Background: an optimization exercise with open tools, aiming at small area, a short achievable clock period and few clock cycles. Do not read the settings as production practice. Function was checked by simulation only, so behaviour that the tests miss may differ from the original. Power is estimated from default activity; no workload was simulated.

## rev 12
==> flow/design.v (excerpt) <==
module conv_top (
    input  logic        clk,
    input  logic        rst_n,
    input  logic [11:0] paddr,
    input  logic        psel,
    input  logic        penable,
    input  logic        pwrite,
    input  logic [31:0] pwdata,
    output logic [31:0] prdata,
    output logic        pready,
    output logic        pslverr
);
    logic        feat_we;
    logic [5:0]  feat_addr;
    logic [7:0]  feat_data;
    logic [8:0]  pos;
    logic [8:0]  neg;
    logic [3:0]  nneg;
    logic        step;
    logic        first;
    logic [7:0]  bsel;
    logic [35:0] sel_oh;
    logic [7:0]  ph;
    logic [3:0]  nneg_snap;
    logic [14:0] booth;
    logic        rd_res;
    logic [17:0] misc;
    logic [20:0] rdata;
    logic        rsign;
    logic [63:0] pbits;
    logic [36*12-1:0] sums;
    logic [11:0] sum0_next;
    logic        fin;
    conv_regs u_regs (
        .clk        (clk),
        .rst_n      (rst_n),
        .paddr      (paddr),
        .psel       (psel),
        .penable    (penable),
        .pwrite     (pwrite),
        .pwdata     (pwdata),
        .prdata     (prdata),
        .pready     (pready),
        .pslverr    (pslverr),
        .feat_we    (feat_we),
        .feat_addr  (feat_addr),
        .feat_data  (feat_data),
        .pos        (pos),
        .neg        (neg),
        .nneg       (nneg),
        .step       (step),
        .first      (first),
        .bsel       (bsel),
  ...
export LEC_CHECK = 0
export CAP_MARGIN = 20
export CORE_MARGIN = 2
export CORE_UTILIZATION = 70
export CTS_CLUSTER_DIAMETER = 70
export CTS_CLUSTER_SIZE = 25
export SLEW_MARGIN = 20
create_clock -name core_clock -period 12.5 [get_ports {clk}]
standard.sh (not shown) runs the stock make flow with config.mk's settings and CLKGATE_MAP_FILE= SYNTH_SCRIPT=/design/flow/synth_recipe.tcl, a recipe that flattens the netlist after the stock synthesis.
==> flow/flow/run.sh <==
#!/bin/bash
set -euo pipefail
SETUP_MARGIN=8.7
bash standard.sh SETUP_SLACK_MARGIN=$SETUP_MARGIN MATCH_CELL_FOOTPRINT=0 \
    "BUFFER_PORTS_ARGS=-buffer_cell sky130_fd_sc_hd__buf_4" finish > orfs_make.log 2>&1
Testbench counts of rev 12, summed over its fixed seeds: cycles 10,272.
Input-level comparison between rev 13 and rev 12:
-- flow/design.v --
<<< rev 12, line 73
    output logic [35:0] sel_oh,
    output logic [7:0]  ph,
    output logic        fin,        
    output logic [3:0]  nneg_snap,
    output logic [14:0] booth,
>>> rev 13, line 73
    output logic [35:0] sel_oh,
    output logic [7:0]  ph,
    output logic [3:0]  nneg_snap,
    output logic [14:0] booth,
<<< rev 12, line 118
    assign mapped   = a_ctrl || a_status || a_wts || a_scl || a_feat || a_res;
    assign finishing = run_q && boh[0];
    assign fin       = finishing;
    for (genvar n = 0; n < 9; n++)
    begin : g_wr
>>> rev 13, line 117
    assign mapped   = a_ctrl || a_status || a_wts || a_scl || a_feat || a_res;
    assign finishing = run_q && boh[0];
    for (genvar n = 0; n < 9; n++)
    begin : g_wr
<<< rev 12, line 253
        ph <= run_q ? 8'b1 : {ph[6:0], ph[7]};
        acc_q <= setup;
        t1 <= finishing ? 6'd0 : sel;    
        v1 <= !busy || finishing;    
        t2 <= t1;
        v2 <= v1;
>>> rev 13, line 251
        ph <= run_q ? 8'b1 : {ph[6:0], ph[7]};
        acc_q <= setup;
        t1 <= sel;
        v1 <= !busy;
        t2 <= t1;
        v2 <= v1;
<<< rev 12, line 320
    input  logic [35:0]      sel_oh,     
    input  logic [7:0]       ph,         
    input  logic             fin,        
    input  logic [11:0]      sum0_next,  
    input  logic [3:0]       nneg_snap,
    input  logic [14:0]      booth,      
>>> rev 13, line 318
    input  logic [35:0]      sel_oh,     
    input  logic [7:0]       ph,         
    input  logic [3:0]       nneg_snap,
    input  logic [14:0]      booth,      
<<< rev 12, line 346
    assign v = {5'({1'b0, sel[11:8]} - {1'b0, nneg_snap}), low};
    logic signed [12:0] q1;
    logic signed [12:0] vfin;
    assign vfin = {5'({1'b0, sum0_next[11:8]} - {1'b0, nneg_snap}), sum0_next[7:0]};
    always_ff @(posedge clk)
        q1 <= fin ? vfin : v;
    logic [14:0] v1, v2;
    assign v1 = {{2{q1[12]}}, q1};
>>> rev 13, line 342
    assign v = {5'({1'b0, sel[11:8]} - {1'b0, nneg_snap}), low};
    logic signed [12:0] q1;
    always_ff @(posedge clk)
        q1 <= v;
    logic [14:0] v1, v2;
    assign v1 = {{2{q1[12]}}, q1};
<<< rev 12, line 584
    input  logic             step,
    input  logic             first,
    output logic [36*12-1:0] sums,    
    output logic [11:0]      sum0_next   
);
    for (genvar r = 0; r < 6; r++)
>>> rev 13, line 578
    input  logic             step,
    input  logic             first,
    output logic [36*12-1:0] sums     
);
    for (genvar r = 0; r < 6; r++)
<<< rev 12, line 638
            end
            assign sums[(6*r+c)*12 +: 12] = {cy, low};
            if (r == 0 && c == 0)
            begin : g_next
                logic [4:0] tl;
                logic l1, l2, l3;
                assign tl[0] = pc_q[0] ^ cy[0];
                assign l1    = pc_q[0] & cy[0];
                assign tl[1] = pc_q[1] ^ cy[1] ^ l1;
                assign l2    = (pc_q[1] & cy[1]) | (pc_q[1] & l1) | (cy[1] & l1);
                assign tl[2] = pc_q[2] ^ cy[2] ^ l2;
                assign l3    = (pc_q[2] & cy[2]) | (pc_q[2] & l2) | (cy[2] & l2);
                assign tl[3] = pc_q[3] ^ cy[3] ^ l3;
                assign tl[4] = (pc_q[3] & cy[3]) | (pc_q[3] & l3) | (cy[3] & l3);
                assign sum0_next = {tl[4:1], tl[0], low[7:1]};
            end
        end
    end
>>> rev 13, line 631
            end
            assign sums[(6*r+c)*12 +: 12] = {cy, low};
        end
    end
<<< rev 12, line 686
    logic [63:0] pbits;
    logic [36*12-1:0] sums;
    logic [11:0] sum0_next;
    logic        fin;
    conv_regs u_regs (
        .clk        (clk),
>>> rev 13, line 665
    logic [63:0] pbits;
    logic [36*12-1:0] sums;
    conv_regs u_regs (
        .clk        (clk),
<<< rev 12, line 710
        .sel_oh     (sel_oh),
        .ph         (ph),
        .fin        (fin),
        .nneg_snap  (nneg_snap),
        .booth      (booth),
>>> rev 13, line 687
        .sel_oh     (sel_oh),
        .ph         (ph),
        .nneg_snap  (nneg_snap),
        .booth      (booth),
<<< rev 12, line 734
        .step    (step),
        .first   (first),
        .sums      (sums),
        .sum0_next (sum0_next)
    );
    window_buffer u_rd (
>>> rev 13, line 710
        .step    (step),
        .first   (first),
        .sums    (sums)
    );
    window_buffer u_rd (
<<< rev 12, line 742
        .sel_oh     (sel_oh),
        .ph         (ph),
        .fin        (fin),
        .sum0_next  (sum0_next),
        .nneg_snap  (nneg_snap),
        .booth      (booth),
>>> rev 13, line 717
        .sel_oh     (sel_oh),
        .ph         (ph),
        .nneg_snap  (nneg_snap),
        .booth      (booth),
### Flow results
Diff rev 13..rev 12 | net switching power | negligible. For the worst path buffer plus inverter count, rev 13 came in 2 lower than rev 12 did. Fmax: rev 12 vs rev 13 — no meaningful difference. Between rev 12 and rev 13, pin count of the biggest net entering global routing decreased. | overall power of the completed layout | rev 13 vs rev 12 | worse |.
Testbench counts of rev 13, summed over its fixed seeds: cycles 10,320.

## afterwards: timing with drivers on the ports
In the flow no input, the clock included, has a driving cell. The finished layouts below were timed again as built, in two steps. Step 1 (the two cells are an assumption about what drives the block):
set clk [get_ports {clk}]
set_driving_cell -lib_cell sky130_fd_sc_hd__clkbuf_16 $clk
set_driving_cell -lib_cell sky130_fd_sc_hd__buf_2 [delete_from_list [all_inputs] $clk]
Step 2 times the ports against the registers' clock, not the clock port: input delays grow and output delays shrink by t, the midpoint of the rising clock arrivals with the driver on. Three values: ideal, step 1, step 2; two values: the first two.
run | t, ns | slack for setup (ns) | hold slack, ns | worst setup path after step 2 | worst slew at a driven data input, ns
rev 12 | 0.734 | 8.756 / 8.685 / 8.067 | 0.344 / 0.344 / 0.344 | input to register | 0.04
rev 13 | 0.724 | 8.760 / 8.686 / 8.085 | 0.334 / 0.334 / 0.334 | input to register | 0.08
After both steps setup and hold are still met in every run listed. For rev 12, which loses most, drivers alone change the setup slack by -0.071 ns; drivers and shift together by -0.689 ns.
